Background: an optimization exercise with open tools, aiming at small area and a short achievable clock period. Do not read the settings as production practice.
Where RTL was checked, it was by simulation tests only, not by an equivalence proof against the original.
For runs 1 to 3 and 6, only the layout was checked, not whether the RTL still works.
Power is estimated from default activity; no workload was simulated.

===== design/flow/config.mk =====
export PLATFORM = sky130hd
export DESIGN_NAME = fc8_system
export DESIGN_NICKNAME = fc8_system
export VERILOG_FILES = /design/flow/design.v
export SDC_FILE = /design/flow/constraint.sdc
export NUM_CORES = 4
export LEC_CHECK = 0
export CAP_MARGIN = 20
export CORE_MARGIN = 2
export CORE_UTILIZATION = 65
export SLEW_MARGIN = 20

===== design/flow/constraint.sdc =====
create_clock -name core_clock -period 4.0 [get_ports {master_clk}]
set_input_delay 0.8000 -clock core_clock [delete_from_list [all_inputs] [get_ports {master_clk}]]
set_output_delay 0.8000 -clock core_clock [all_outputs]
set_load 0.01 [all_outputs]

===== design/flow/design.v =====
`timescale 1ns/100ps
`default_nettype none
package fc8_pkg;
    localparam logic [15:0] RAM_BASE  = 16'h0000;
    localparam logic [15:0] RAM_LIMIT = 16'h7FFF;
    localparam logic [15:0] SFR_BASE  = 16'h8000;
    localparam logic [15:0] SFR_LIMIT = 16'h80FF;
    localparam logic [7:0] OPEN_BUS_VALUE = 8'hFF;    
    localparam logic [7:0] SFR_INT_ENABLE     = 8'h00;
    localparam logic [7:0] SFR_INT_STATUS     = 8'h01;
    localparam logic [7:0] SFR_TIMER_CTRL     = 8'h02;
    localparam logic [7:0] SFR_GAMEPAD1       = 8'h03;
    localparam logic [7:0] SFR_GAMEPAD2       = 8'h04;
    localparam logic [7:0] SFR_GAMEPAD_STATUS = 8'h05;
    localparam logic [7:0] SFR_FRAME_COUNT    = 8'h06;
    localparam int INT_BIT_VBLANK = 0;
    localparam int INT_BIT_TIMER  = 1;
    localparam int TIMER_ENABLE_BIT = 7;
    localparam int PRESCALE_BASE = 4;
endpackage
`default_nettype wire
`timescale 1ns/100ps
`default_nettype none
module fc8_frame_timer #(
    parameter int FRAME_CYCLES = 1000
) (
    input  wire   master_clk,
    input  wire   master_rst_n,
    output logic  new_frame
);
    localparam int CNT_W = (FRAME_CYCLES > 1) ? $clog2(FRAME_CYCLES) : 1;
    logic [CNT_W-1:0] frame_cnt;
    logic             frame_end;
    assign frame_end = (frame_cnt == CNT_W'(FRAME_CYCLES - 1));
    always_ff @(posedge master_clk or negedge master_rst_n) begin
        if (!master_rst_n) begin
            frame_cnt <= '0;
            new_frame <= 1'b0;
        end else begin
            new_frame <= frame_end;      
            if (frame_end) begin
                frame_cnt <= '0;
            end else begin
                frame_cnt <= frame_cnt + 1'b1;
            end
        end
    end
endmodule
`default_nettype wire
`timescale 1ns/100ps
`default_nettype none
import fc8_pkg::*;
module fc8_interrupt_controller (
    input  wire         master_clk,
    input  wire         master_rst_n,
    input  wire         new_frame,
    input  wire [1:0]   int_enable,
    input  wire [1:0]   int_enable_nxt,   
    input  wire         timer_enable,
    input  logic [3:0]  timer_prescale,
    input  wire         prescale_chg,    
    input  wire [1:0]   clear_pending,
    output logic [1:0]  pending,
    output logic        nmi_req,
    output logic        irq_req
);
    localparam int TIMER_W = PRESCALE_BASE + 2 ** $bits(timer_prescale) - 1;
    logic [TIMER_W-1:0] timer_cnt;
    logic [TIMER_W-1:0] low_mask;        
    logic               timer_tick;
    logic [1:0]         event_set;
    logic [1:0]         pending_nxt;
    assign low_mask   = ~({TIMER_W{1'b1}} << (PRESCALE_BASE + timer_prescale));
    assign timer_tick = timer_enable && !prescale_chg && (&(timer_cnt | ~low_mask));
    always_ff @(posedge master_clk or negedge master_rst_n) begin
        if (!master_rst_n) begin
            timer_cnt <= '0;
        end else begin
            if (!timer_enable || prescale_chg || timer_tick) begin
                timer_cnt <= '0;     
            end else begin
                timer_cnt <= timer_cnt + 1'b1;
            end
        end
    end
    always_comb begin
        event_set                 = '0;
        event_set[INT_BIT_VBLANK] = new_frame;
        event_set[INT_BIT_TIMER]  = timer_tick;
    end
    assign pending_nxt = event_set | (pending & ~clear_pending);
    always_ff @(posedge master_clk or negedge master_rst_n) begin
        if (!master_rst_n) begin
            pending <= '0;
            nmi_req <= 1'b0;
            irq_req <= 1'b0;
        end else begin
            pending <= pending_nxt;
            nmi_req <= pending_nxt[INT_BIT_VBLANK] & int_enable_nxt[INT_BIT_VBLANK];
            irq_req <= pending_nxt[INT_BIT_TIMER]  & int_enable_nxt[INT_BIT_TIMER];
        end
    end
endmodule
`default_nettype wire
`timescale 1ns/100ps
`default_nettype none
import fc8_pkg::*;
module fc8_sfr_block (
    input  wire          master_clk,
    input  wire          master_rst_n,
    input  logic [7:0]   sfr_offset,
    input  logic [7:0]   sfr_wdata,
    input  wire          sfr_wr,
    output logic [7:0]   sfr_value,      
    input  logic [7:0]   gamepad1_data,
    input  logic [7:0]   gamepad2_data,
    input  wire          gamepad1_connected,
    input  wire          gamepad2_connected,
    input  wire [1:0]    pending,
    input  wire          new_frame,
    output logic [1:0]   int_enable,
    output logic [1:0]   int_enable_nxt,
    output logic         timer_enable,
    output logic         prescale_chg,
    output logic [3:0]   timer_prescale,
    output logic [1:0]   clear_pending
);
    logic [7:0] frame_count;
    always_comb begin
        clear_pending = '0;
        if (sfr_wr && sfr_offset == SFR_INT_STATUS) begin
            clear_pending[INT_BIT_VBLANK] = sfr_wdata[INT_BIT_VBLANK];
            clear_pending[INT_BIT_TIMER]  = sfr_wdata[INT_BIT_TIMER];
        end
    end
    logic ie_wr;
    logic tc_wr;
    assign ie_wr = sfr_wr && sfr_offset == SFR_INT_ENABLE;
    assign tc_wr = sfr_wr && sfr_offset == SFR_TIMER_CTRL;
    always_comb begin
        int_enable_nxt = int_enable;
        if (ie_wr) begin
            int_enable_nxt[INT_BIT_VBLANK] = sfr_wdata[INT_BIT_VBLANK];
            int_enable_nxt[INT_BIT_TIMER]  = sfr_wdata[INT_BIT_TIMER];
        end
    end
    always_ff @(posedge master_clk or negedge master_rst_n) begin
        if (!master_rst_n) begin
            prescale_chg <= 1'b0;
        end else begin
            prescale_chg <= tc_wr && (sfr_wdata[$bits(timer_prescale)-1:0] != timer_prescale);
        end
    end
    always_ff @(posedge master_clk or negedge master_rst_n) begin
        if (!master_rst_n) begin
            int_enable     <= '0;
            timer_enable   <= 1'b0;
            timer_prescale <= '0;
        end else if (sfr_wr) begin
            case (sfr_offset)
                SFR_INT_ENABLE: begin
                    int_enable[INT_BIT_VBLANK] <= sfr_wdata[INT_BIT_VBLANK];
                    int_enable[INT_BIT_TIMER]  <= sfr_wdata[INT_BIT_TIMER];
                end
                SFR_TIMER_CTRL: begin
                    timer_enable   <= sfr_wdata[TIMER_ENABLE_BIT];
                    timer_prescale <= sfr_wdata[$bits(timer_prescale)-1:0];
                end
                default: ;   
            endcase
        end
    end
    always_ff @(posedge master_clk or negedge master_rst_n) begin
        if (!master_rst_n) begin
            frame_count <= '0;
        end else if (new_frame) begin
            frame_count <= frame_count + 1'b1;
        end
    end
    always_comb begin
        sfr_value = '0;
        case (sfr_offset)
            SFR_INT_ENABLE:     sfr_value[1:0] = int_enable;
            SFR_INT_STATUS:     sfr_value[1:0] = pending;
            SFR_TIMER_CTRL: begin
                sfr_value[TIMER_ENABLE_BIT]          = timer_enable;
                sfr_value[$bits(timer_prescale)-1:0] = timer_prescale;
            end
            SFR_GAMEPAD1:       sfr_value = gamepad1_connected ? gamepad1_data : '0;
            SFR_GAMEPAD2:       sfr_value = gamepad2_connected ? gamepad2_data : '0;
            SFR_GAMEPAD_STATUS: sfr_value[1:0] = {gamepad2_connected, gamepad1_connected};
            SFR_FRAME_COUNT:    sfr_value = frame_count;
            default:            sfr_value = '0;
        endcase
    end
endmodule
`default_nettype wire
`timescale 1ns/100ps
`default_nettype none
module fc8_ram #(
    parameter int ROW_BITS = 6
) (
    input  wire          master_clk,
    input  logic [7:0]   ram_addr,
    input  logic [7:0]   ram_wdata,
    input  wire          ram_wr,
    input  wire          use_alt,        
    input  logic [7:0]   alt_value,
    output logic [7:0]   rd_value        
);
    localparam int COL_BITS = 8 - ROW_BITS;
    localparam int ROWS     = 2 ** ROW_BITS;
    localparam int COLS     = 2 ** COL_BITS;
    logic [ROWS-1:0] row_sel;            
    logic [COLS-1:0] col_sel;            
    logic [7:0]      col_val [COLS];     
    logic [7:0]      col_q   [COLS];
    logic [COLS-1:0] col_sel_q;
    assign row_sel = ROWS'(1) << ram_addr[7:COL_BITS];
    assign col_sel = COLS'(1) << ram_addr[COL_BITS-1:0];
    for (genvar c = 0; c < COLS; c++) begin : g_col
        logic [7:0] row_or [ROWS+1];
        assign row_or[0] = '0;
        for (genvar r = 0; r < ROWS; r++) begin : g_row
            logic [7:0] mem;
            always_ff @(posedge master_clk) begin
                if (ram_wr & row_sel[r] & col_sel[c]) mem <= ram_wdata;
            end
            assign row_or[r+1] = row_or[r] | (mem & {8{row_sel[r]}});
        end
        assign col_val[c] = row_or[ROWS];
    end
    always_ff @(posedge master_clk) begin
        col_sel_q <= use_alt ? COLS'(1) : col_sel;
        for (int c = 0; c < COLS; c++) begin
            col_q[c] <= (c == 0 && use_alt) ? alt_value : col_val[c];
        end
    end
    always_comb begin
        rd_value = '0;
        for (int c = 0; c < COLS; c++) rd_value = rd_value | (col_q[c] & {8{col_sel_q[c]}});
    end
endmodule
`default_nettype wire
`timescale 1ns/100ps
`default_nettype none
import fc8_pkg::*;
module fc8_mmu (
    input  wire          master_clk,
    input  wire          master_rst_n,
    input  logic [15:0]  addr,
    input  wire          rd_en,
    input  wire          wr_en,
    output logic [7:0]   rdata,
    output logic [7:0]   sfr_offset,
    output logic         sfr_wr,
    input  logic [7:0]   sfr_value,
    output logic [7:0]   ram_addr,
    output logic         ram_wr,
    output logic         use_alt,
    output logic [7:0]   alt_value,
    input  logic [7:0]   rd_value        
);
    logic in_ram;
    logic in_sfr;
    logic rd_q;          
    assign in_ram     = ~addr[15];
    assign in_sfr     = (addr[15:8] == 8'h80);
    assign sfr_offset = addr[7:0];
    assign sfr_wr     = wr_en & in_sfr;
    assign ram_addr   = addr[7:0];
    assign ram_wr     = wr_en & in_ram;
    assign use_alt    = ~in_ram;
    assign alt_value  = in_sfr ? sfr_value : OPEN_BUS_VALUE;
    always_ff @(posedge master_clk or negedge master_rst_n) begin
        if (!master_rst_n) begin
            rd_q  <= 1'b0;
            rdata <= '0;
        end else begin
            rd_q <= rd_en;
            if (rd_q) rdata <= rd_value;
        end
    end
endmodule
`default_nettype wire
`timescale 1ns/100ps
`default_nettype none
import fc8_pkg::*;
module fc8_system #(
    parameter int FRAME_CYCLES = 1000
) (
    input  wire    master_clk,
    input  wire    master_rst_n,
    input  logic [15:0]  addr,
    input  logic [7:0]  wdata,
    input  wire    rd_en,
    input  wire    wr_en,
    output logic [7:0]  rdata,
    input  logic [7:0]  gamepad1_data,
    input  logic [7:0]  gamepad2_data,
    input  wire    gamepad1_connected,
    input  wire    gamepad2_connected,
    output logic   nmi_req,
    output logic   irq_req
);
    logic [7:0]            ram_addr;
    logic                  ram_wr;
    logic                  use_alt;
    logic [7:0]            alt_value;
    logic [7:0]            rd_value;
    logic [7:0]            sfr_offset;
    logic [7:0]            sfr_value;
    logic                  sfr_wr;
    logic [1:0]            int_enable;
    logic [1:0]            int_enable_nxt;
    logic                  prescale_chg;
    logic                  timer_enable;
    logic [3:0]            timer_prescale;
    logic [1:0]            clear_pending;
    logic [1:0]            pending;
    logic                  new_frame;
    fc8_mmu u_mmu (
        .master_clk, .master_rst_n,
        .addr, .rd_en, .wr_en, .rdata,
        .sfr_offset, .sfr_wr, .sfr_value,
        .ram_addr, .ram_wr, .use_alt, .alt_value, .rd_value
    );
    fc8_ram u_ram (
        .master_clk,
        .ram_addr, .ram_wdata(wdata), .ram_wr, .use_alt, .alt_value, .rd_value
    );
    fc8_sfr_block u_sfr_block (
        .master_clk, .master_rst_n,
        .sfr_offset, .sfr_wdata(wdata), .sfr_wr, .sfr_value,
        .gamepad1_data, .gamepad2_data, .gamepad1_connected, .gamepad2_connected,
        .pending, .new_frame,
        .int_enable, .int_enable_nxt, .timer_enable, .prescale_chg, .timer_prescale,
        .clear_pending
    );
    fc8_interrupt_controller u_interrupt_controller (
        .master_clk, .master_rst_n,
        .new_frame, .int_enable, .int_enable_nxt, .timer_enable, .timer_prescale,
        .prescale_chg, .clear_pending,
        .pending, .nmi_req, .irq_req
    );
    fc8_frame_timer #(.FRAME_CYCLES(FRAME_CYCLES)) u_frame_timer (
        .master_clk, .master_rst_n,
        .new_frame
    );
endmodule
`default_nettype wire

===== design/flow/run.sh =====
#!/bin/bash
# synth_recipe.tcl (not shown) runs the flow's synth.tcl, then flattens the netlist and writes it again
# the make line also repeats each setting of config.mk as NAME=value (left out here)
make -C /OpenROAD-flow-scripts/flow DESIGN_CONFIG=/design/flow/config.mk WORK_HOME=/design/flow/orfs CLKGATE_MAP_FILE= SYNTH_SCRIPT=/design/flow/synth_recipe.tcl finish

==> out/results.txt, run 1 <==
Post-synth top flop: edfxtp_1
CP Capture Type: register
post-synth top area share: 77.4%
Ports: 56
Util after Layout: 77.4%
CTS tree: done
Hold Vio Cnt, Final: 0
initial DRC count: 13300
global route overflow: 0
initial antenna violation count: 20
Worst-path clk slew: 70 ps
syn nets: 4799
# port buffers: 55
vias after detailed routing: 55700
peak supply drop: 0.591 mV
Fmax achieved: 277 MHz
Die Span X: 354 um
commonest non-fill, non-tap cell in the layout: edfxtp_1
Crit Path Category: primary input to register
uppermost layer routed: met5
WL final: 332000 um
Placed Cells: 6760
final cell count without fillers: 7164
class of the worst hold path: primary input to register
Setup Skew: 32.9 ps
register area share after synthesis: 80.2%
status: finished clean
Req. time, crit path: 4680 ps
Cell Pwr Density: 492 nW/um2
vias in the first global route: 51100
worst-margin pin slew: 1330 ps
top cells by area, synth: edfxtp_1 77%, a22oi_1 9.2%, dfrtp_1 1.9%, nand2_1 1.8%, nor2_1 1.6%
Cell variety after synth: 83
P_leak: 31.5 nW
DR WL met2: 136000 um
DR vias/cell: 7.78
die area: 125000 um2
chip height: 354 um
fin crit period: 3600 ps
fin crit share: 90.1%
crit path max fanout: 23
Slew headroom: 11.5%
first-pass GRT wire length: 437000 um
Worst setup SP type: primary input
Avg Inst Size Synth: 16.7 um2
max cap viols: 0
Gates resized, CTS repair: 0
dpl hpwl: 214000 um
RSZ-0062 raised after global routing: no
Post-synth EDFFs: 2048
final setup fails: 0
Remaining DRCs: 0
Mapped Area: 79500 um2
Post-synth ARST share: 2.75%
#FFs+latches synth: 2143
total CTS buffers: 202
Initial Utilization: 65.4%
Syn. warnings: 11
Area Overhead vs Synth: 18.4%
Max clock buf depth: 3
H-tree levels: 4
crit path DAT: 4280 ps
CTS root buffer: clkbuf_16
Metal-1 WL: 102000 um
Design Area, Final: 94100 um2
Sink Count: 2143
gr usage total: 52.9%
Post-CTS Setup Bufs: 0
commonest cells after routing, fill and taps aside: 2048 x edfxtp_1, 978 x a22oi_1, 505 x buf_4
largest net degree at the start of global routing: 128
share of layout cells above drive strength 1: 18.8%
Placer Congestion: 1.11
Worst-Skew Late Latency: 860 ps
met3 wire len: 63500 um
nets@finish: 5393
Cell Area, Placed: 87100 um2
FP Rows: 128
ANT nets after route: 0
Post-Synthesis Cells: 4747
dominant cell type by area after synthesis: edfxtp_1
CORE AREA: 122000 um2
Final Max Tran Viols: 0
DR WL/cell: 46.4 um
DR pass1 iterations: 8
## flip-flops by register name, summed over array words and instances, names as in the netlist
| name | cells |
|---|---|
| u_sfr_block.int_enable | 2 |
| u_mmu.rd_q | 1 |
| u_ram.col_q | 32 |
| u_ram.g_col.g_row.mem | 2048 |
| u_frame_timer.new_frame | 1 |
| u_sfr_block.frame_count | 8 |
| u_interrupt_controller.pending | 2 |
| u_interrupt_controller.nmi_req | 1 |
| u_interrupt_controller.irq_req | 1 |
| u_interrupt_controller.timer_cnt | 19 |
| u_sfr_block.timer_enable | 1 |
| u_ram.col_sel_q | 4 |
| u_sfr_block.prescale_chg | 1 |
| u_frame_timer.frame_cnt | 10 |
| u_mmu.rdata | 8 |
| u_sfr_block.timer_prescale | 4 |
## per-stage QoR
| stage | setup TNS, ps | hold slack (ps) | worst slack (ps) | total power [mW] |
|---|---|---|---|---|
| after floorplan | 0 | 433 | 1250 | 25.6 |
| after global placement | -1130 | 444 | -281 | 26.7 |
| after detailed placement | -770 | 453 | -300 | 26.7 |
| after CTS | 0 | 353 | 458 | 46.0 |
| after global routing | 0 | 362 | 478 | 46.9 |
| final | 0 | 349 | 396 | 46.3 |
## cell usage after synthesis (all sizes together) (3+ instances only)
cell,count
nor2,353
clkbuf,109
edfxtp,2048
a32oi,4
nand4b,6
xor2,17
nor4,66
a221o,3
mux2,11
ha,6
a21oi,26
dfxtp,36
xnor2,18
mux2i,12
or4b,3
a21boi,3
a22oi,978
a222oi,4
a22o,9
a221oi,6
a2111oi,14
a31oi,16
nor3,71
nand4,128
and2,13
nand2,376
nor3b,3
inv,14
nor4b,6
buf,172
o21ai,14
and4b,4
nand2b,9
or3,3
dfrtp,59
and3,47
or2,4
nor4bb,3
nor2b,14
o32ai,3
nand3,31
## timing repair
| item | CTS | global route |
|---|---|---|
| setup endpoints to repair | 0 | 0 |
| hold buffers | 1 | 0 |
| hold endpoints to repair | 18 | 0 |
## worst paths after layout
kind | start | end | slack [ps] | depth (start not counted)
max | addr[6] | u_ram.col_q[3][2] | 400 | 9
min | wdata[2] | u_ram.g_col[3].g_row[58].mem[2] | 350 | 1
max reg2reg | u_sfr_block.timer_prescale[2] | u_interrupt_controller.timer_cnt[14] | 1000 | 8
min reg2reg | u_frame_timer.frame_cnt[0] | u_frame_timer.frame_cnt[0] | 460 | 1
max in group asynchronous | master_rst_n | u_sfr_block.frame_count[6] | 2680 | 3
min in group asynchronous | master_rst_n | u_frame_timer.frame_cnt[1] | 430 | 2
## area by class of cell
cell class,count,area [um2]
Sequential cell,2143,63700
Fill cell,6914,27500
Multi-Input combinational cell,2309,14800
Timing Repair Buffer,671,6580
Clock buffer,266,5550
Tap cell,1625,2030
Clock inverter,117,1330
Inverter,14,52.6
Antenna cell,19,47.5
## layer usage
| layer | global-route usage, % | up-vias |
|---|---|---|
| met5 | 0.415 | - |
| met4 | 37.0 | 28 |
| met3 | 24.5 | 1608 |
| met2 | 72.0 | 6785 |
| met1 | 67.7 | 26900 |
| li1 | - | 20400 |
## critical path, cell delays in order
cell and delay [ps]:
clkdlybuf4s50_1 510, buf_12 200, and4bb_1 350, and2_2 440, buf_4 290, a22oi_1 270
nand2_1 160, nor4_1 1030, nand4_1 180
## report_power, final
part / switching [mW] / internal, mW
combinational: 1.15 / 0.395
clock: 8.55 / 11.4
sequential: 0.121 / 24.7
total: 9.82 / 36.5
## kinds of logic (layout without fill, tap and decap cells)
group                      after synthesis  count (layout)  synth area share, %
DFF                                   2143            2143                 80.2
other                                    0              19                    0
xor gates and xnor gates                35              35                0.386
buffers and inverters                  295            1068                 1.78
muxes                                   23              23                0.307
AOI/OAI and AO/OA                     1096            1096                 10.3
and+or+nand+nor                       1149            1149                 6.96
adders and majority gates                6               6               0.0945
==> run 2, diff against run 1 <==
--- a/design/flow/design.v
+++ b/design/flow/design.v
@@ -67,4 +67,4 @@
     localparam int TIMER_W = PRESCALE_BASE + 2 ** $bits(timer_prescale) - 1;
-    logic [TIMER_W-1:0] timer_cnt;
-    logic [TIMER_W-1:0] low_mask;        
+    logic [TIMER_W-1:0] timer_left;
+    logic [TIMER_W-1:0] period_last;
     logic               timer_tick;
@@ -72,12 +72,16 @@
     logic [1:0]         pending_nxt;
-    assign low_mask   = ~({TIMER_W{1'b1}} << (PRESCALE_BASE + timer_prescale));
-    assign timer_tick = timer_enable && !prescale_chg && (&(timer_cnt | ~low_mask));
+    always_comb begin
+        for (int k = 0; k < TIMER_W; k++) begin
+            period_last[k] = (k < PRESCALE_BASE) || (timer_prescale > 4'(k - PRESCALE_BASE));
+        end
+    end
+    assign timer_tick = timer_enable && !prescale_chg && (timer_left == '0);
     always_ff @(posedge master_clk or negedge master_rst_n) begin
         if (!master_rst_n) begin
-            timer_cnt <= '0;
+            timer_left <= TIMER_W'(2 ** PRESCALE_BASE - 1);
         end else begin
             if (!timer_enable || prescale_chg || timer_tick) begin
-                timer_cnt <= '0;     
+                timer_left <= period_last;   
             end else begin
-                timer_cnt <= timer_cnt + 1'b1;
+                timer_left <= timer_left - 1'b1;
             end
--- a/design/flow/config.mk
+++ b/design/flow/config.mk
@@ -10,2 +10,5 @@
 export CORE_UTILIZATION = 65
+export CTS_CLUSTER_DIAMETER = 60
+export CTS_CLUSTER_SIZE = 25
+export SETUP_SLACK_MARGIN = 1.8
 export SLEW_MARGIN = 20
==> run 2 against run 1 <==
Sequential cell count unchanged. Global-route usage up 1.0 points. Sequential power about the same. Register-to-register slack better by 740 ps. Via count up 3.1%. Synthesized cell count about the same. Worst hold slack better by 5.4 ps. Fmax up 39%. First-iteration DRC count up 9.0%. Wire length up 4.4%. Largest power group unchanged.
==> out/results.txt, run 2 <==
status: finished clean
Remaining DRCs: 0 (unchanged)
final setup fails: 0 (unchanged)
cell mode on critical path: buf_12
Setup crit end: u_ram.col_q[0][4]
die area: 125000 um2 (-0.20%)
Area Overhead vs Synth: 24.1%
RSZ-0062 raised after global routing: yes
Ports: 56 (unchanged)
Sink Count: 2143 (unchanged)
Sum Neg Setup Slack: 0 ps (unchanged)
Setup Skew: 38.1 ps (+5.24 ps)
CTS root buffer: clkbuf_16
vias after detailed routing: 57500 (+3.1%)
Worst-Skew Late Latency: 840 ps (-20 ps)
critical path cell sequence: buf_12 > buf_12 > buf_4 > or4b_4 > nor2_4 > buf_12 > a22oi_1 > nand2_1 > nor4_1 > a41oi_1 > buf_4
ANT nets after route: 0 (unchanged)
max cap viols: 0 (unchanged)
combinational share of power: 4.5% (+1.2 points)
CP delay by family, top: simple AND/OR/NAND/NOR gates
Avg Inst Size Synth: 16.7 um2 (-0.29%)
R2R setup slack: 1740 ps (+740 ps)
largest reg by FF count: u_ram.g_col.g_row.mem
final hold slack: 354 ps (+5.44 ps)
cell with the most instances after synthesis: edfxtp_1
Int Power: 32.5 mW (-11%)
commonest cells after routing, fill and taps aside: 2048 x edfxtp_1, 896 x a22oi_1, 482 x buf_4
gr usage total: 53.9% (+1.0 points)
H-tree levels: 4 (unchanged)
Cell Area, Placed: 87600 um2 (+0.61%)
Cell Pwr Density: 427 nW/um2 (-13%)
Critical-path top delay cell: or4b_4
crit path DAT: 3390 ps (-890 ps)
CP bufs+invs: 5 (+2)
peak supply drop: 0.497 mV (-16%)
Req. time, crit path: 4800 ps (+120 ps)
Die Span X: 353 um (about the same)
max reg flops: 2048 (unchanged)
FF-to-FF Start: u_interrupt_controller.timer_left[10]
WL final: 347000 um (+4.4%)
class of the worst hold path: primary input to register
Crit Path Category: primary input to register
fin crit period: 2590 ps (-1010 ps)
register area share after synthesis: 80.3% (+0.17 points)
Fillers: 6295 (-9.0%)
Hold Vio Cnt, Final: 0 (unchanged)
share of layout cells above drive strength 1: 29.8% (+11 points)
Max clock buf depth: 3 (unchanged)
#FFs+latches synth: 2143 (unchanged)
sw frac: 22.7% (+1.4 points)
Post-synth EDFFs: 2048 (unchanged)
nets@finish: 5480 (+1.6%)
initial antenna violation count: 30 (+50%)
top cells by area, synth: edfxtp_1 78%, a22oi_1 9.1%, dfrtp_1 1.7%, nand2_1 1.7%, nor2_1 1.6%
vias in the first global route: 51800 (+1.3%)
Psw: 9.53 mW (-3.0%)
Largest regs: u_ram.g_col.g_row.mem (2048), u_ram.col_q (32), u_interrupt_controller.timer_left (19)
post-synth top area share: 77.6% (+0.16 points)
# port buffers: 55 (unchanged)
crit path from: addr[7]
FP Rows: 128 (unchanged)
worst-margin pin slew: 1240 ps (-91.1 ps)
top post-synthesis cells by count: 2048 x edfxtp_1, 958 x a22oi_1, 362 x nand2_1
DR WL/cell: 48.3 um (+4.2%)
Post-synth top flop: edfxtp_1
total CTS buffers: 139 (-31%)
P_leak: 32.4 nW (+2.8%)
first-pass GRT wire length: 443000 um (+1.5%)
Worst R2R Path Depth: 6 (-2)
global route overflow: 0 (unchanged)
dpl hpwl: 212000 um (-0.86%)
Post-synth ARST share: 2.75% (unchanged)
syn nets: 4801 (+0.042%)
Worst-path clk slew: 90 ps (+20 ps)
commonest non-fill, non-tap cell in the layout: edfxtp_1
fin crit share: 64.8% (-25 points)
pre-CTS setup slack: -191 ps (+110 ps)
Design Area, Final: 98400 um2 (+4.6%)
chip height: 353 um (about the same)
DR pass1 iterations: 10 (+2)
Syn. warnings: 11 (unchanged)
DR vias/cell: 8.01 (+2.9%)
CTS tree: done
R2R Path End: u_interrupt_controller.timer_left[4]
Worst Setup Slack, final: 1410 ps (+1010 ps)
Worst setup SP type: primary input
biggest cell delay along the critical path: 630 ps (-400 ps)
Levels on crit path: 11 (+2)
CORE AREA: 121000 um2 (-0.13%)
Seq pwr share: 59.0% (+5.5 points)
Initial Utilization: 65.3% (about the same)
CP Capture Type: register
dominant cell type by area after synthesis: edfxtp_1
Mapped Area: 79300 um2 (-0.20%)
crit path max fanout: 10 (-57%)
Fmax achieved: 386 MHz (+39%)
Final Max Tran Viols: 0 (unchanged)
initial DRC count: 14500 (+9.0%)
Slew headroom: 17.6% (+6.1 points)
largest net degree at the start of global routing: 133 (+3.9%)
Cell variety after synth: 74 (-11%)
clock power share: 36.5% (-6.6 points)
Post-Synthesis Cells: 4751 (+0.084%)
Placer Congestion: 1.06 (-4.1%)
==> run 2: final cells by class <==
class                   instances  area [um2]  share of cell area, %
flip-flops and latches       2143       63700                   64.7
inverters                       8        30.0                 0.0305
clock buffers                 150        3580                   3.64
clock inverters                97        1030                   1.05
diodes                         18        45.0                 0.0458
multi-input cells            2321       18500                   18.8
repair buffers                817        9460                   9.61
well taps                    1625        2030                   2.07
==> run 2: worst min path at each step <==
stage                                         start                                   end  cells after the start
6_report                                   wdata[1]       u_ram.g_col[3].g_row[47].mem[1]                      1
2_1_floorplan  u_interrupt_controller.timer_left[0]  u_interrupt_controller.timer_left[0]                      1
5_1_grt                                    wdata[1]       u_ram.g_col[3].g_row[47].mem[1]                      1
3_3_place_gp   u_interrupt_controller.timer_left[0]  u_interrupt_controller.timer_left[0]                      1
3_5_place_dp   u_interrupt_controller.timer_left[0]  u_interrupt_controller.timer_left[0]                      1
4_1_cts                                    wdata[1]       u_ram.g_col[3].g_row[11].mem[1]                      1
==> run 2: power by group through the flow <==
stage                     Sequential, mW  Combinational, mW  Clock (mW)
after floorplan                     25.2              0.504           0
after global placement              25.3               1.46           0
after detailed placement            25.3               1.48           0
after CTS                           24.7               1.65        15.1
after global routing                24.8               1.87        15.9
final                               24.8               1.90        15.4
==> run 2: metal layers <==
layer	vias up	GRT usage [%]	share of wire (%)
li1	20600	-	-
met1	27700	68.4	30
met2	7293	72.7	40
met3	1873	26.6	20
met4	50	37.5	9.6
met5	-	1.66	0.29
==> run 2: cell families (layout without fill, tap and decap cells) <==
group	Yosys count	in the layout	synth area share, %
simple gates	1159	1164	6.98
mux	37	37	0.491
compound gates	1083	1083	10.2
xor+xnor	33	33	0.364
fa+ha+maj	4	4	0.0631
other cells	0	18	0
flops	2143	2143	80.3
buf+inv	292	1072	1.57
==> run 2: what timing repair did <==
item                       in CTS  in global routing
setup endpoints to repair    2111                876
hold buffers                    1                  0
pin swaps                     122                114
setup buffers                 182                110
gates resized for setup       314                182
gates cloned                    9                 11
hold endpoints to repair       16                  0
==> run 2: worst reg2reg max path, stage by stage (launching register included) <==
cell and delay, ps:
dfrtp_1 480, or4_4 460, or3_4 360, nand4b_4 210, and3b_2 330, nor4_4 240
a21oi_2 60
==> run 2: through the flow <==
stage	cells	util, %	total power [mW]
after detailed placement	6601	72.2	26.7
after global routing	7162	81.0	42.5
after floorplan	4751	-	25.7
after CTS	7040	79.0	41.5
final	7179	81.1	42.0
after global placement	6601	72.2	26.7
==> run 3, diff against run 2 <==
--- a/design/flow/design.v
+++ b/design/flow/design.v
@@ -204,3 +204,3 @@
 module fc8_ram #(
-    parameter int ROW_BITS = 6
+    parameter int ROW_BITS = 4
 ) (
==> run 3 against run 2 <==
Still clean. Critical path depth fell by 4. Synthesized cell count is 6.7% higher. Clock power barely moved. Total power increased by 7.4%. First-iteration DRC count shrank 14%. Sequential cell count grew 108. Worst hold slack improved by 41 ps.
==> out/results.txt, run 3 <==
status: finished clean
Setup Skew: 36.5 ps (-1.66 ps)
Hold Vio Cnt, Final: 0 (unchanged)
die area: 133000 um2 (+6.8%)
DR pass1 iterations: 20 (+10)
Worst-Skew Late Latency: 840 ps (about the same)
fin crit share: 60.3% (-4.5 points)
worst-margin pin slew: 1140 ps (-101 ps)
Crit Path Category: primary input to register
global route overflow: 0 (unchanged)
dominant cell type by area after synthesis: edfxtp_1
clock power share: 34.8% (-1.7 points)
chip height: 365 um (+3.3%)
dpl hpwl: 209000 um (-1.8%)
commonest non-fill, non-tap cell in the layout: edfxtp_1
Worst setup SP type: primary input
Post-synth EDFFs: 2048 (unchanged)
Area Overhead vs Synth: 17.7%
ANT nets after route: 0 (unchanged)
Initial Utilization: 65.4% (+0.12 points)
largest reg by FF count: u_ram.g_col.g_row.mem
cell with the most instances after synthesis: edfxtp_1
initial antenna violation count: 22 (-27%)
Largest regs: u_ram.g_col.g_row.mem (2048), u_ram.col_q (128), u_interrupt_controller.timer_left (19)
max cap viols: 0 (unchanged)
total CTS buffers: 139 (unchanged)
Psw: 11.0 mW (+16%)
Seq pwr share: 57.9% (-1.1 points)
Final Max Tran Viols: 0 (unchanged)
vias after detailed routing: 58100 (+1.2%)
syn nets: 5118 (+6.6%)
Sum Neg Setup Slack: 0 ps (unchanged)
Syn. warnings: 23 (+12)
share of layout cells above drive strength 1: 23.3% (-6.4 points)
combinational share of power: 7.3% (+2.8 points)
Req. time, crit path: 4640 ps (-160 ps)
CTS tree: done
max reg flops: 2048 (unchanged)
Post-synth ARST share: 2.62% (-0.13 points)
Sink Count: 2251 (+5.0%)
post-synth top area share: 72.6% (-5.0 points)
Post-Synthesis Cells: 5068 (+6.7%)
peak supply drop: 0.552 mV (+11%)
WL final: 339000 um (-2.3%)
class of the worst hold path: primary input to register
Worst-path clk slew: 90 ps (about the same)
Util after Layout: 77.0% (-4.0 points)
DR vias/cell: 7.95 (-0.75%)
CTS root buffer: clkbuf_16
top cells by area, synth: edfxtp_1 73%, a22oi_1 3.9%, dfxtp_1 3.4%, mux2i_1 2.6%, nor2_1 2.1%
Mapped Area: 84700 um2 (+6.9%)
vias in the first global route: 53000 (+2.3%)
crit path max fanout: 32 (+22)
first-pass GRT wire length: 445000 um (+0.38%)
H-tree levels: 4 (unchanged)
nets@finish: 5483 (+0.055%)
fin crit period: 2410 ps (-179 ps)
gr usage total: 50.5% (-3.4 points)
crit path DAT: 3050 ps (-340 ps)
CP Capture Type: register
CORE AREA: 129000 um2 (+6.7%)
final setup fails: 0 (unchanged)
Max clock buf depth: 3 (unchanged)
top post-synthesis cells by count: 2048 x edfxtp_1, 473 x nor2_1, 444 x a22oi_1
Die Span X: 365 um (+3.3%)
Cell variety after synth: 85 (+15%)
commonest cells after routing, fill and taps aside: 2048 x edfxtp_1, 439 x a22oi_1, 326 x buf_4
sw frac: 24.4% (+1.8 points)
Int Power: 34.1 mW (+4.9%)
Post-synth top flop: edfxtp_1
P_leak: 31.9 nW (-1.7%)
Cell Pwr Density: 452 nW/um2 (+5.9%)
register area share after synthesis: 77.7% (-2.6 points)
RSZ-0062 raised after global routing: yes
# port buffers: 55 (unchanged)
Placer Congestion: 1.08 (+1.3%)
initial DRC count: 12400 (-14%)
#FFs+latches synth: 2251 (+5.0%)
Slew headroom: 24.3% (+6.7 points)
FP Rows: 132 (+3.1%)
DR WL/cell: 46.3 um (-4.2%)
Ports: 56 (unchanged)
Avg Inst Size Synth: 16.7 um2 (+0.18%)
Remaining DRCs: 0 (unchanged)
Fmax achieved: 414 MHz (+7.4%)
largest net degree at the start of global routing: 113 (-15%)
## run 3: cell types whose count changed after synthesis, sizes merged, moves of 98 or more
cell and change:
nor2 +127, a22oi -514, nand2 -211, mux2i +201, o22ai +120, dfxtp +108, a221oi +118, nand4 -98
a22o +137
## run 3: layer usage
metal,GRT usage [%],up-vias,part of all wire [%]
met3,24.3,1620,18
met5,2.32,-,0.35
li1,-,21300,-
met2,67.9,6509,40
met4,35.1,43,9.2
met1,64.5,28700,32
## run 3: area by class of cell
type                       count  area (um2)
tap                         1742        2180
antenna                       36        90.1
multi-input combinational   2471       20300
clock inverter                92        1040
fill                        7462       29700
inverter                       8        38.8
sequential                  2251       65900
timing repair buffer         562        6640
clock buffer                 156        3640
## run 3: path summary, 6_finish.rpt
check                      slack (ps)                               endpoint  cells after the start                  startpoint
min reg2reg                       460             u_frame_timer.frame_cnt[0]                      1  u_frame_timer.frame_cnt[0]
min                               390                      u_ram.col_q[8][0]                      2                     addr[5]
min in group asynchronous         520  u_interrupt_controller.timer_left[15]                      2                master_rst_n
max reg2reg                      1630                         u_mmu.rdata[5]                      4          u_ram.col_sel_q[9]
max in group asynchronous        2490                         u_mmu.rdata[5]                      3                master_rst_n
max                              1590                      u_ram.col_q[5][7]                      7                     addr[4]
## run 3: kinds of logic (layout without fill, tap and decap cells)
family,Yosys count,in the layout,share of synthesized area (%)
muxes,314,314,4.07
adders and majority gates,4,4,0.0591
and+or+nand+nor,859,862,4.57
xor gates and xnor gates,31,31,0.320
other,0,36,0
DFF,2251,2251,77.7
buffers and inverters,350,818,2.02
AOI/OAI and AO/OA,1259,1260,11.2
## run 3: repair_timing
| item | in CTS | in global routing |
|---|---|---|
| cloned | 8 | 6 |
| resized for setup | 160 | 50 |
| pin swaps | 78 | 44 |
| hold buffers | 1 | 0 |
| endpoints found under the setup margin | 1881 | 833 |
| hold endpoints to repair | 25 | 0 |
| buffers inserted | 125 | 39 |
## run 3: power by group through the flow
stage | Sequential [mW] | Combinational [mW] | Clock [mW]
after detailed placement | 26.6 | 2.86 | 0
final | 26.1 | 3.30 | 15.7
after CTS | 26.1 | 3.00 | 15.5
after floorplan | 26.4 | 1.26 | 0
after global placement | 26.6 | 2.83 | 0
after global routing | 26.1 | 3.22 | 16.3
## run 3: critical path, cell delays in order
cell and delay (ps):
clkbuf_16 200, buf_16 240, or2_2 390, nor2_4 190, buf_12 220, a22oi_1 120, o211ai_1 760
## run 3: per-stage QoR
stage | hold WS [ps] | setup WS, ps | instance area [um2] | instances | power [mW]
floorplan | 424 | 1530 | 88200 | 5068 | 27.6
global placement | 438 | 423 | 91600 | 6854 | 29.4
detailed placement | 450 | 510 | 91700 | 6855 | 29.5
CTS | 418 | 1640 | 98700 | 7237 | 44.6
global route | 397 | 1700 | 99700 | 7284 | 45.7
finish | 395 | 1590 | 99800 | 7318 | 45.1
==> run 4, diff against run 3 <==
--- a/design/flow/design.v
+++ b/design/flow/design.v
@@ -204,3 +204,3 @@
 module fc8_ram #(
-    parameter int ROW_BITS = 4
+    parameter int ROW_BITS = 5
 ) (
==> run 4 against run 3 <==
Still clean on timing, DRC and antenna. Wire length decreased by 13%. Non-clock buffer count increased by 123. Register-to-register slack improved by 280 ps. Via count decreased by 9.8%. Synthesized cell count decreased by 10%. Setup slack improved by 25 ps. Worst hold slack got worse by 280 ps. Sequential share of layout area decreased by 0.14 points. Critical path type unchanged. Largest power group unchanged.
==> out/results.txt, run 4 <==
Placer Congestion: 1.03 (-4.3%)
Hold Vio Cnt, Final: 0 (unchanged)
worst-margin pin slew: 1170 ps (+33.3 ps)
peak supply drop: 0.524 mV (-5.1%)
max cap viols: 0 (unchanged)
CP delay by family, top: simple AND/OR/NAND/NOR gates
top cells by area, synth: edfxtp_1 78%, a22oi_1 8.3%, dfxtp_1 1.8%, dfrtp_1 1.7%, nor2_1 1.6%
final setup fails: 0 (unchanged)
chip height: 353 um (-3.3%)
Worst setup SP type: primary input
Post-synth ARST share: 2.71% (+0.087 points)
Syn. warnings: 15 (-35%)
DR vias/cell: 7.68 (-3.4%)
DR WL/cell: 43.1 um (-6.9%)
FP Rows: 128 (-3.0%)
status: finished clean
share of layout cells above drive strength 1: 26.3% (+3.0 points)
global route overflow: 0 (unchanged)
Slew headroom: 22.1% (-2.2 points)
Largest regs: u_ram.g_col.g_row.mem (2048), u_ram.col_q (64), u_interrupt_controller.timer_left (19)
Final Max Tran Viols: 0 (unchanged)
Max clock buf depth: 3 (unchanged)
syn nets: 4592 (-10%)
Ports: 56 (unchanged)
RSZ-0062 raised after global routing: yes
dominant cell type by area after synthesis: edfxtp_1
critical path cell sequence: buf_6 > buf_8 > or3_1 > buf_6 > nor2_4 > buf_12 > nand2_8 > nor2_4 > buf_12
Critical-path top delay cell: or3_1
P_leak: 30.9 nW (-3.0%)
Initial Utilization: 65.3% (-0.17 points)
biggest cell delay along the critical path: 380 ps (-380 ps)
Area Overhead vs Synth: 23.4%
Remaining DRCs: 0 (unchanged)
top post-synthesis cells by count: 2048 x edfxtp_1, 879 x a22oi_1, 343 x nor2_1
Cell Area, Placed: 86400 um2 (-5.8%)
cell with the most instances after synthesis: edfxtp_1
gr usage total: 46.1% (-4.4 points)
CORE AREA: 121000 um2 (-6.2%)
CTS tree: done
commonest non-fill, non-tap cell in the layout: edfxtp_1
fin crit period: 2390 ps (-25.3 ps)
largest reg by FF count: u_ram.g_col.g_row.mem
Sink Count: 2179 (-3.2%)
Crit Path Category: primary input to register
post-synth top area share: 77.6% (+5.0 points)
CP Capture Type: register
initial DRC count: 11600 (-6.7%)
Post-synth top flop: edfxtp_1
vias in the first global route: 48100 (-9.2%)
area of the multi-input gates: 17000 um2 (-16%)
CTS root buffer: clkbuf_16
total CTS buffers: 138 (-0.72%)
Post-synth EDFFs: 2048 (unchanged)
crit path max fanout: 33 (+3.1%)
register area share after synthesis: 81.3% (+3.6 points)
largest net degree at the start of global routing: 111 (-1.8%)
max reg flops: 2048 (unchanged)
first-pass GRT wire length: 391000 um (-12%)
dpl hpwl: 170000 um (-19%)
WL final: 294000 um (-13%)
Mapped Area: 79200 um2 (-6.5%)
Fmax achieved: 419 MHz (+1.1%)
# port buffers: 55 (unchanged)
ANT nets after route: 0 (unchanged)
Worst-Skew Late Latency: 820 ps (-20 ps)
initial antenna violation count: 12 (-45%)
die area: 125000 um2 (-6.4%)
CP bufs+invs: 5 (+2)
register area: 64400 um2 (-2.2%)
cts hold-fix bufs: 0 (-1)
class of the worst hold path: primary input to async pin
vias after detailed routing: 52400 (-9.8%)
DR pass1 iterations: 7 (-65%)
Avg Inst Size Synth: 17.4 um2 (+4.3%)
H-tree levels: 4 (unchanged)
Cell variety after synth: 65 (-24%)
crit path DAT: 2910 ps (-140 ps)
Fillers: 6153 (-18%)
Die Span X: 353 um (-3.3%)
Post-Synthesis Cells: 4542 (-10%)
Cell Pwr Density: 438 nW/um2 (-3.2%)
Setup Skew: 34.0 ps (-2.46 ps)
nets@finish: 5146 (-6.1%)
Sum Neg Setup Slack: 0 ps (unchanged)
#FFs+latches synth: 2179 (-3.2%)
Worst-path clk slew: 90 ps (about the same)
commonest cells after routing, fill and taps aside: 2048 x edfxtp_1, 822 x a22oi_1, 285 x nor2_4
Req. time, crit path: 4520 ps (-120 ps)
Design Area, Final: 97800 um2 (-2.0%)
fin crit share: 59.7% (-0.63 points)
[run 4: cell types whose count changed after synthesis, sizes merged, moves of 72 or more]
cell,before,now
a22oi,444,879
nand4,14,149
dfxtp,144,72
o22ai,122,1
nor2,481,359
mux2i,223,10
[run 4: worst paths after layout]
kind,cells past startpoint,endpoint,startpoint,slack [ps]
min reg2reg,1,u_frame_timer.frame_cnt[0],u_frame_timer.frame_cnt[0],460
min in group core_clock,1,u_frame_timer.frame_cnt[0],u_frame_timer.frame_cnt[0],460
max reg2reg,3,u_mmu.rdata[1],u_ram.col_sel_q[6],1910
min,1,u_interrupt_controller.timer_left[5],master_rst_n,120
max,9,u_ram.g_col[6].g_row[4].mem[7],addr[7],1610
max in group asynchronous,2,u_mmu.rdata[1],master_rst_n,3040
[run 4: what timing repair did]
action                                  in CTS  in global routing
resized for setup                          165                 78
pin swaps                                  204                 66
cloned                                      18                 11
setup buffers                              284                 83
endpoints found under the setup margin    2153                780
[run 4: cell families after synthesis]
logic type	count (synthesis)	share of synthesized area, %
multiplexers	21	0.283
AO/OA/AOI/OAI	1126	10.8
buffers and inverters	282	1.68
adder cells (fa/ha/maj)	4	0.0632
flip-flops	2179	81.3
AND/OR/NAND/NOR	899	5.55
XOR/XNOR	31	0.343
[run 4: worst register-to-register path, stage by stage (launching register included)]
cell      delay (ps)
dfxtp_1          510
a22o_1           320
a221oi_1         910
a31oi_1          170
[run 4: layout make-up]
type                       count  share of cell area (%)
timing repair buffer         685                    9.76
multi-input combinational   2084                    17.4
tap                         1625                    2.08
clock inverter                88                    1.10
inverter                       8                  0.0307
antenna                        7                  0.0179
sequential                  2179                    65.9
clock buffer                 156                    3.74
[run 4: routing by layer]
layer	vias up	wire length [um]	share of wire, %	track usage (%)
met5	-	85	0.029	0.642
met3	1059	53300	18	17.0
li1	19800	-	-	-
met4	12	20500	7.0	24.9
met1	26000	94600	32	62.7
met2	5644	126000	43	65.6
[run 4: stage by stage]
step / util [%] / std cells / hold WS [ps] / setup slack [ps] / power [mW]
floorplan: - / 4542 / 432 / 1340 / 26.2
global placement: 71.1 / 6185 / 447 / 103 / 27.3
detailed placement: 71.1 / 6185 / 455 / 51.6 / 27.3
CTS: 79.2 / 6731 / 114 / 1790 / 42.5
global route: 80.5 / 6826 / 183 / 1670 / 43.5
finish: 80.5 / 6832 / 117 / 1610 / 42.8
[run 4: report_power, final]
| group | internal [mW] | switching [mW] | leakage, nW |
|---|---|---|---|
| combinational | 0.553 | 1.33 | 8.88 |
| sequential | 25.0 | 0.238 | 19.7 |
| clock | 7.70 | 7.96 | 2.30 |
| total | 33.3 | 9.53 | 30.9 |
==> run 5, diff against run 4 <==
--- a/design/flow/design.v
+++ b/design/flow/design.v
@@ -222,2 +222,16 @@
     logic [COLS-1:0] col_sel_q;
+    logic            wr_q;
+    logic [7:0]      wa_q;
+    logic [7:0]      wd_q;
+    logic [ROWS-1:0] wrow;
+    logic [COLS-1:0] wcol;
+    logic            wrow_hit;           
+    always_ff @(posedge master_clk) begin
+        wr_q <= ram_wr;
+        wa_q <= ram_addr;
+        wd_q <= ram_wdata;
+    end
+    assign wrow     = ROWS'(1) << wa_q[7:COL_BITS];
+    assign wcol     = COLS'(1) << wa_q[COL_BITS-1:0];
+    assign wrow_hit = wr_q && (wa_q[7:COL_BITS] == ram_addr[7:COL_BITS]);
     assign row_sel = ROWS'(1) << ram_addr[7:COL_BITS];
@@ -230,3 +244,3 @@
             always_ff @(posedge master_clk) begin
-                if (ram_wr & row_sel[r] & col_sel[c]) mem <= ram_wdata;
+                if (wr_q & wrow[r] & wcol[c]) mem <= wd_q;
             end
@@ -239,3 +253,5 @@
         for (int c = 0; c < COLS; c++) begin
-            col_q[c] <= (c == 0 && use_alt) ? alt_value : col_val[c];
+            if (c == 0 && use_alt)          col_q[c] <= alt_value;
+            else if (wrow_hit && wcol[c])   col_q[c] <= wd_q;
+            else                            col_q[c] <= col_val[c];
         end
--- a/design/flow/config.mk
+++ b/design/flow/config.mk
@@ -9,6 +9,6 @@
 export CORE_MARGIN = 2
-export CORE_UTILIZATION = 65
+export CORE_UTILIZATION = 72
 export CTS_CLUSTER_DIAMETER = 60
 export CTS_CLUSTER_SIZE = 25
-export SETUP_SLACK_MARGIN = 1.8
+export SETUP_SLACK_MARGIN = 1.6
 export SLEW_MARGIN = 20
==> run 5 against run 4 <==
Sequential power hardly changed. Die area is 6.5% lower. First-iteration DRC count is 17% higher. Fmax is 8.8% lower. Combinational power is 8% higher. Final area is 4.0% lower. Clock skew is 8.5 ps lower. Largest power group unchanged.
==> out/results.txt, run 5 <==
status: finished clean
register area: 64800 um2 (+0.61%)
CP Capture Type: register
R2R Path End: u_ram.g_col[0].g_row[14].mem[6]
Syn. warnings: 15 (unchanged)
fin crit period: 2620 ps (+232 ps)
top post-synthesis cells by count: 2048 x edfxtp_1, 558 x a22oi_1, 416 x nor2_1
largest net degree at the start of global routing: 145 (+31%)
first-pass GRT wire length: 421000 um (+7.8%)
Psw: 9.80 mW (+2.9%)
post-synth top area share: 74.9% (-2.7 points)
Area Overhead vs Synth: 14.4%
Crit Path Category: register to register
Final Max Tran Viols: 0 (unchanged)
Cell Pwr Density: 456 nW/um2 (+4.2%)
combinational share of power: 4.8% (+0.4 points)
vias after detailed routing: 57400 (+9.5%)
Worst R2R Path Depth: 6 (+3)
clock power share: 35.4% (-1.2 points)
Post-synth ARST share: 2.69% (-0.021 points)
final hold slack: 407 ps (+290 ps)
WL final: 316000 um (+7.5%)
final cell count without fillers: 6990 (+2.3%)
Max clock buf depth: 3 (unchanged)
Hold Vio Cnt, Final: 0 (unchanged)
dpl hpwl: 197000 um (+16%)
Sink Count: 2196 (+0.78%)
Post-synth EDFFs: 2048 (unchanged)
crit path DAT: 3130 ps (+220 ps)
die area: 117000 um2 (-6.5%)
Setup Skew: 25.5 ps (-8.53 ps)
# port buffers: 55 (unchanged)
sw frac: 22.9% (+0.63 points)
initial DRC count: 13600 (+17%)
area of the multi-input gates: 16800 um2 (-1.1%)
Pwr Total: 42.8 mW (about the same)
Initial Utilization: 72.7% (+7.5 points)
Placed Cells: 6663 (+7.7%)
Mapped Area: 82100 um2 (+3.5%)
dominant cell type by area after synthesis: edfxtp_1
peak supply drop: 0.574 mV (+9.6%)
Worst-path clk slew: 80 ps (about the same)
Ports: 56 (unchanged)
P_leak: 30.8 nW (-0.22%)
CORE AREA: 113000 um2 (-7.1%)
ANT nets after route: 0 (unchanged)
Sum Neg Setup Slack: 0 ps (unchanged)
syn nets: 4951 (+7.8%)
max cap viols: 0 (unchanged)
commonest non-fill, non-tap cell in the layout: edfxtp_1
FF-to-FF Start: u_ram.wa_q[4]
register area share after synthesis: 78.9% (-2.4 points)
FP Rows: 123 (-3.9%)
DR vias/cell: 8.22 (+7.0%)
DR WL/cell: 45.3 um (+5.1%)
H-tree levels: 4 (unchanged)
final setup fails: 0 (unchanged)
Remaining DRCs: 0 (unchanged)
share of layout cells above drive strength 1: 18.9% (-7.5 points)
vias in the first global route: 52800 (+9.8%)
CTS tree: done
CTS root buffer: clkbuf_16
Post-synth top flop: edfxtp_1
initial antenna violation count: 39 (+27)
Worst-Skew Late Latency: 840 ps (+20 ps)
Req. time, crit path: 4510 ps (about the same)
Largest regs: u_ram.g_col.g_row.mem (2048), u_ram.col_q (64), u_interrupt_controller.timer_left (19)
crit path from: u_ram.wa_q[4]
Die Span X: 342 um (-3.3%)
Fmax achieved: 382 MHz (-8.8%)
Fillers: 5380 (-13%)
Post-Synthesis Cells: 4901 (+7.9%)
Placer Congestion: 1.04 (+1.3%)
global route overflow: 0 (unchanged)
RSZ-0062 raised after global routing: yes
max reg flops: 2048 (unchanged)
largest reg by FF count: u_ram.g_col.g_row.mem
fin crit share: 65.5% (+5.8 points)
Cell variety after synth: 80 (+23%)
DR pass1 iterations: 10 (+3)
R2R setup slack: 1380 ps (-530 ps)
commonest cells after routing, fill and taps aside: 2048 x edfxtp_1, 557 x a22oi_1, 501 x buf_4
chip height: 342 um (-3.3%)
Seq pwr share: 59.9% (+0.9 points)
nets@finish: 5408 (+5.1%)
Util after Layout: 83.2% (+2.7 points)
class of the worst hold path: primary input to register
Avg Inst Size Synth: 16.7 um2 (-4.0%)
crit path max fanout: 10 (-70%)
worst-margin pin slew: 1120 ps (-44.3 ps)
Slew headroom: 24.1% (+2.0 points)
#FFs+latches synth: 2196 (+0.78%)
cell with the most instances after synthesis: edfxtp_1
gr usage total: 54.0% (+7.9 points)
Setup crit end: u_ram.g_col[0].g_row[14].mem[6]
top cells by area, synth: edfxtp_1 75%, a22oi_1 5.1%, dfxtp_1 2.2%, mux2i_1 2.1%, nor2_1 1.9%
total CTS buffers: 132 (-4.3%)
Int Power: 33.0 mW (-0.82%)
Worst setup SP type: register
## run 5: cell count changes in the layout (fill, tap and decap cells not counted), moves of 33 or more
| cell | previous run | this run |
|---|---|---|
| mux2i_1 | 10 | 176 |
| a22oi_2 | 57 | 1 |
| nor2_1 | 71 | 353 |
| buf_4 | 284 | 501 |
| buf_12 | 284 | 53 |
| a31oi_1 | 13 | 46 |
| a22o_1 | 77 | 123 |
| a221oi_1 | 44 | 104 |
| a22oi_1 | 822 | 557 |
| a21oi_1 | 29 | 66 |
| nor3_1 | 28 | 79 |
| nor2_4 | 285 | 39 |
| nand4_1 | 149 | 102 |
## run 5: per-stage QoR
step | worst slack [ps] | area, um2
3_5_place_dp | 300 | 87900
5_1_grt | 1420 | 93800
3_3_place_gp | 331 | 87900
6_report | 1380 | 93900
4_1_cts | 1470 | 93200
2_1_floorplan | 1070 | 82200
## run 5: power by group through the flow
stage	registers, mW	clock network [mW]	logic (mW)
floorplan	25.9	0	0.742
global placement	26.1	0	1.74
detailed placement	26.1	0	1.78
CTS	25.5	15.0	1.85
global route	25.6	15.7	2.03
finish	25.6	15.1	2.04
## run 5: worst min-delay path by stage
stage	startpoint	end	slack, ps	cells past startpoint
6_report	addr[4]	u_ram.wa_q[4]	410	2
5_1_grt	addr[4]	u_ram.wa_q[4]	400	2
4_1_cts	wdata[6]	u_ram.wd_q[6]	400	1
3_5_place_dp	u_frame_timer.frame_cnt[0]	u_frame_timer.frame_cnt[0]	450	1
3_3_place_gp	u_frame_timer.frame_cnt[0]	u_frame_timer.frame_cnt[0]	440	1
2_1_floorplan	u_frame_timer.frame_cnt[0]	u_frame_timer.frame_cnt[0]	420	1
## run 5: logic make-up after synthesis
logic type | count (synthesis) | share of synthesized area, %
DFF | 2196 | 78.9
AOI/OAI and AO/OA | 1119 | 10.4
and+or+nand+nor | 1017 | 5.93
buffers and inverters | 321 | 1.63
muxes | 208 | 2.64
xor gates and xnor gates | 36 | 0.384
adders and majority gates | 4 | 0.0610
## run 5: final cells by class
cell class	instances	area share (%)
clock buffers	148	3.74
clock inverters	88	1.03
well taps	1500	2.00
flip-flops and latches	2196	69.1
multi-input cells	2387	17.9
diodes	30	0.0800
inverters	9	0.0360
repair buffers	632	6.14
## run 5: per-layer routing
| layer | GRT usage (%) | routed length [um] |
|---|---|---|
| met3 | 27.6 | 64200 |
| met2 | 73.8 | 129000 |
| met5 | 0.776 | 466 |
| met4 | 36.8 | 30100 |
| met1 | 67.5 | 92900 |
## run 5: critical path, stage by stage (launching register included)
cell and delay, ps:
dfxtp_2 480, nor2b_2 350, nor2b_2 450, nand3_2 290
buf_4 330, nor2_1 130, buf_4 260
## run 5: repair_timing
| action | in CTS | in global routing |
|---|---|---|
| pin swaps | 15 | 14 |
| cloned | 2 | 8 |
| hold endpoints to repair | 22 | 0 |
| resized for setup | 154 | 69 |
| setup buffers | 31 | 19 |
| setup endpoints to repair | 1063 | 529 |
| hold buffers | 1 | 0 |
==> run 6, diff against run 5 <==
--- a/design/flow/design.v
+++ b/design/flow/design.v
@@ -227,3 +227,6 @@
     logic [COLS-1:0] wcol;
-    logic            wrow_hit;           
+    logic            byp;                
+    logic [7:0]      byp_val;
+    logic            byp_q;
+    logic [7:0]      byp_val_q;
     always_ff @(posedge master_clk) begin
@@ -233,5 +236,6 @@
     end
-    assign wrow     = ROWS'(1) << wa_q[7:COL_BITS];
-    assign wcol     = COLS'(1) << wa_q[COL_BITS-1:0];
-    assign wrow_hit = wr_q && (wa_q[7:COL_BITS] == ram_addr[7:COL_BITS]);
+    assign wrow = ROWS'(1) << wa_q[7:COL_BITS];
+    assign wcol = COLS'(1) << wa_q[COL_BITS-1:0];
+    assign byp     = use_alt || (wr_q && wa_q == ram_addr);
+    assign byp_val = use_alt ? alt_value : wd_q;
     assign row_sel = ROWS'(1) << ram_addr[7:COL_BITS];
@@ -251,8 +255,6 @@
     always_ff @(posedge master_clk) begin
-        col_sel_q <= use_alt ? COLS'(1) : col_sel;
-        for (int c = 0; c < COLS; c++) begin
-            if (c == 0 && use_alt)          col_q[c] <= alt_value;
-            else if (wrow_hit && wcol[c])   col_q[c] <= wd_q;
-            else                            col_q[c] <= col_val[c];
-        end
+        col_sel_q <= col_sel;
+        byp_q     <= byp;
+        byp_val_q <= byp_val;
+        for (int c = 0; c < COLS; c++) col_q[c] <= col_val[c];
     end
@@ -261,2 +263,3 @@
         for (int c = 0; c < COLS; c++) rd_value = rd_value | (col_q[c] & {8{col_sel_q[c]}});
+        if (byp_q) rd_value = byp_val_q;
     end
--- a/design/flow/config.mk
+++ b/design/flow/config.mk
@@ -9,6 +9,6 @@
 export CORE_MARGIN = 2
-export CORE_UTILIZATION = 72
+export CORE_UTILIZATION = 65
 export CTS_CLUSTER_DIAMETER = 60
 export CTS_CLUSTER_SIZE = 25
-export SETUP_SLACK_MARGIN = 1.6
+export SETUP_SLACK_MARGIN = 1.8
 export SLEW_MARGIN = 20
==> run 6 against run 5 <==
Wire length up 1.9%. Non-clock buffer count grew 48. Sequential share of layout area shrank 1.6 points. Synthesized area decreased by 0.26%. Register-to-register slack gained 270 ps. Critical endpoint is now u_ram.col_q[4][1]. Total power is 2.0% higher. Clock power up 5%. First-iteration DRC count down 3.2%. Critical path type is now primary input to register.
==> out/results.txt, run 6 <==
status: finished clean
gr usage total: 48.5% (-5.5 points)
DR pass1 iterations: 14 (+4)
RSZ-0062 raised after global routing: yes
global route overflow: 0 (unchanged)
Post-synth top flop: edfxtp_1
fin crit period: 2440 ps (-180 ps)
DR vias/cell: 7.88 (-4.1%)
CP Capture Type: register
share of layout cells above drive strength 1: 22.3% (+3.4 points)
dominant cell type by area after synthesis: edfxtp_1
cell with the most instances after synthesis: edfxtp_1
Mapped Area: 81800 um2 (-0.26%)
Util after Layout: 77.0% (-6.2 points)
Worst setup SP type: primary input
Largest regs: u_ram.g_col.g_row.mem (2048), u_ram.col_q (64), u_interrupt_controller.timer_left (19)
Worst R2R Path Depth: 5 (-1)
DR WL/cell: 45.1 um (-0.44%)
Crit Path Category: primary input to register
Req. time, crit path: 4660 ps (+150 ps)
max reg flops: 2048 (unchanged)
worst-margin pin slew: 1220 ps (+98.1 ps)
final setup fails: 0 (unchanged)
FP Rows: 130 (+5.7%)
Placer Congestion: 1.00 (-3.8%)
# port buffers: 55 (unchanged)
crit path DAT: 3100 ps (-30 ps)
fin crit share: 61.0% (-4.5 points)
Slew headroom: 18.5% (-5.6 points)
final hold slack: 86.1 ps (-321 ps)
final cell count without fillers: 7152 (+2.3%)
first-pass GRT wire length: 421000 um (about the same)
nets@finish: 5408 (unchanged)
register area: 65000 um2 (+0.28%)
R2R setup slack: 1650 ps (+270 ps)
die area: 129000 um2 (+10%)
Ports: 56 (unchanged)
Die Span X: 359 um (+5.1%)
total CTS buffers: 142 (+7.6%)
Avg Inst Size Synth: 16.9 um2 (+1.0%)
dpl hpwl: 189000 um (-4.1%)
Area Overhead vs Synth: 17.8%
initial DRC count: 13200 (-3.2%)
vias after detailed routing: 56300 (-1.9%)
CTS root buffer: clkbuf_16
Sink Count: 2205 (+0.41%)
Fmax achieved: 410 MHz (+7.4%)
Cell Pwr Density: 453 nW/um2 (-0.70%)
Remaining DRCs: 0 (unchanged)
Post-Synthesis Cells: 4839 (-1.3%)
register area share after synthesis: 79.4% (+0.42 points)
Cell variety after synth: 86 (+7.5%)
Final Max Tran Viols: 0 (unchanged)
Worst-path clk slew: 80 ps (about the same)
top post-synthesis cells by count: 2048 x edfxtp_1, 681 x a22oi_1, 342 x nor2_1
area of the multi-input gates: 17600 um2 (+4.7%)
Fillers: 7224 (+34%)
class of the worst hold path: primary input to async pin
largest net degree at the start of global routing: 114 (-21%)
post-synth top area share: 75.1% (+0.19 points)
CORE AREA: 125000 um2 (+11%)
CTS tree: done
syn nets: 4889 (-1.3%)
Setup Skew: 40.4 ps (+14.9 ps)
#FFs+latches synth: 2205 (+0.41%)
H-tree levels: 4 (unchanged)
crit path max fanout: 17 (+7)
Post-synth EDFFs: 2048 (unchanged)
largest reg by FF count: u_ram.g_col.g_row.mem
peak supply drop: 0.525 mV (-8.6%)
Syn. warnings: 15 (unchanged)
Worst-Skew Late Latency: 830 ps (about the same)
vias in the first global route: 50800 (-3.8%)
R2R Path End: u_ram.g_col[0].g_row[17].mem[0]
initial antenna violation count: 35 (-10%)
Initial Utilization: 65.3% (-7.4 points)
Sum Neg Setup Slack: 0 ps (unchanged)
top cells by area, synth: edfxtp_1 75%, a22oi_1 6.2%, dfxtp_1 2.4%, dfrtp_1 1.7%, and3_1 1.6%
Placed Cells: 6696 (+0.50%)
ANT nets after route: 0 (unchanged)
max cap viols: 0 (unchanged)
Post-synth ARST share: 2.68% (-0.011 points)
Hold Vio Cnt, Final: 0 (unchanged)
chip height: 359 um (+5.1%)
WL final: 322000 um (+1.9%)
FF-to-FF Start: u_ram.wa_q[3]
P_leak: 32.4 nW (+5.2%)
commonest cells after routing, fill and taps aside: 2048 x edfxtp_1, 658 x a22oi_1, 487 x buf_4
Max clock buf depth: 3 (unchanged)
commonest non-fill, non-tap cell in the layout: edfxtp_1
-- run 6: cell count changes after synthesis, moves of 68 or more --
cell,previous run,this run
nor2_1,416,342
nand3_1,50,118
a22oi_1,558,681
mux2i_1,176,108
and3_1,26,208
nand2_1,174,102
a22o_1,123,30
a221oi_1,108,6
-- run 6: cell type report --
type,instances,share of cell area [%]
clock inverters,87,1.09
inverters,16,0.0623
well taps,1650,2.14
clock buffers,165,3.87
repair buffers,680,7.07
multi-input cells,2313,18.2
diodes,36,0.0935
flip-flops and latches,2205,67.4
-- run 6: critical path, cell delays in order --
cell and delay, ps:
buf_16 150, buf_12 160, nor2_4 100, buf_12 200, clkbuf_16 210, and3_1 190
a2111oi_0 800, and3_1 330, nand4_1 110
-- run 6: how the worst max path moves through the flow --
stage                                           from                              to  slack [ps]  cells past startpoint
2_1_floorplan                                addr[6]  u_interrupt_controller.irq_req        1490                      7
3_3_place_gp                                 addr[5]               u_ram.col_q[2][3]         320                      7
3_5_place_dp                                 addr[5]               u_ram.col_q[4][0]         290                      8
4_1_cts        u_interrupt_controller.timer_left[14]  u_interrupt_controller.irq_req        1740                      4
5_1_grt                                      addr[3]               u_ram.col_q[4][1]        1670                      9
6_report                                     addr[3]               u_ram.col_q[4][1]        1560                      9
-- run 6: cells by family after synthesis --
logic type | synth area share [%]
AOI/OAI and AO/OA | 9.35
xor gates and xnor gates | 0.449
adders and majority gates | 0.0612
buffers and inverters | 1.72
DFF | 79.4
muxes | 1.89
and+or+nand+nor | 7.17
-- run 6: where the power goes --
| group | switching [mW] | total [mW] | internal [mW] |
|---|---|---|---|
| Combinational | 1.43 | 2.09 | 0.665 |
| Clock | 8.03 | 15.9 | 7.84 |
| Sequential | 0.405 | 25.7 | 25.3 |
-- run 6: timing repair --
action / 4_1_cts / 5_1_grt
gates resized for setup: 294 / 159
setup endpoints to repair: 1984 / 671
buffers inserted: 67 / 71
pin swaps: 28 / 43
hold buffers: 0 / 0
cloned: 15 / 15
-- run 6: per-stage QoR --
stage / setup WS (ps) / cell area [um2] / power, mW
2_1_floorplan: 1490 / 82500 / 26.7
3_3_place_gp: 322 / 87900 / 27.8
3_5_place_dp: 291 / 87900 / 27.8
4_1_cts: 1740 / 94500 / 43.2
5_1_grt: 1670 / 96300 / 44.3
6_report: 1560 / 96400 / 43.7
-- run 6: metal layers --
metal	share of wire, %	GRT usage [%]	wire (um)
met2	41	67.6	134000
met4	7.8	29.1	25300
met3	19	20.1	60800
met5	0.14	0.925	449
met1	32	64.2	102000

-- separate check: timing with driven ports --
The flow's constraints put no driver on any port. The routed layouts listed below were extracted and timed again, unchanged, in two steps.
Step 1 assumes that a clkbuf_16 drives the clock port and a buf_2 every other input.
Step 2 moves the port delays by t, midway between the first and last clock arrival at a register: inputs arrive t later, outputs are due t later. That takes back most of the time a late clock gives input paths.
a / b / c = ideal ports / drivers / drivers and shift; a / b = the first two.
| run | shift t [ns] | setup WS [ns] | slew at the worst register clock pin (ns) | worst slew at a driven data input, ns | pins driven straight from the clock port |
|---|---|---|---|---|---|
| run 1 | 0.934 | 0.396 / 0.449 / -0.485 | 0.07 / 0.07 | 0.06 | 1 |
| run 2 | 0.905 | 1.408 / 1.429 / 0.523 | 0.10 / 0.10 | 0.23 | 1 |
| run 3 | 0.901 | 1.587 / 1.578 / 0.677 | 0.10 / 0.10 | 0.24 | 1 |
| run 4 | 0.888 | 1.613 / 1.653 / 0.765 | 0.10 / 0.10 | 0.06 | 1 |
| run 5 | 0.901 | 1.381 / 1.381 / 0.532 | 0.10 / 0.10 | 0.25 | 1 |
| run 6 | 0.888 | 1.561 / 1.461 / 0.573 | 0.10 / 0.10 | 0.36 | 1 |
Met with ideal ports but missed after step 2: setup timing in run 1. The setup slack of run 6, which loses most, moves by -0.100 ns with the drivers and by -0.988 ns with both steps.
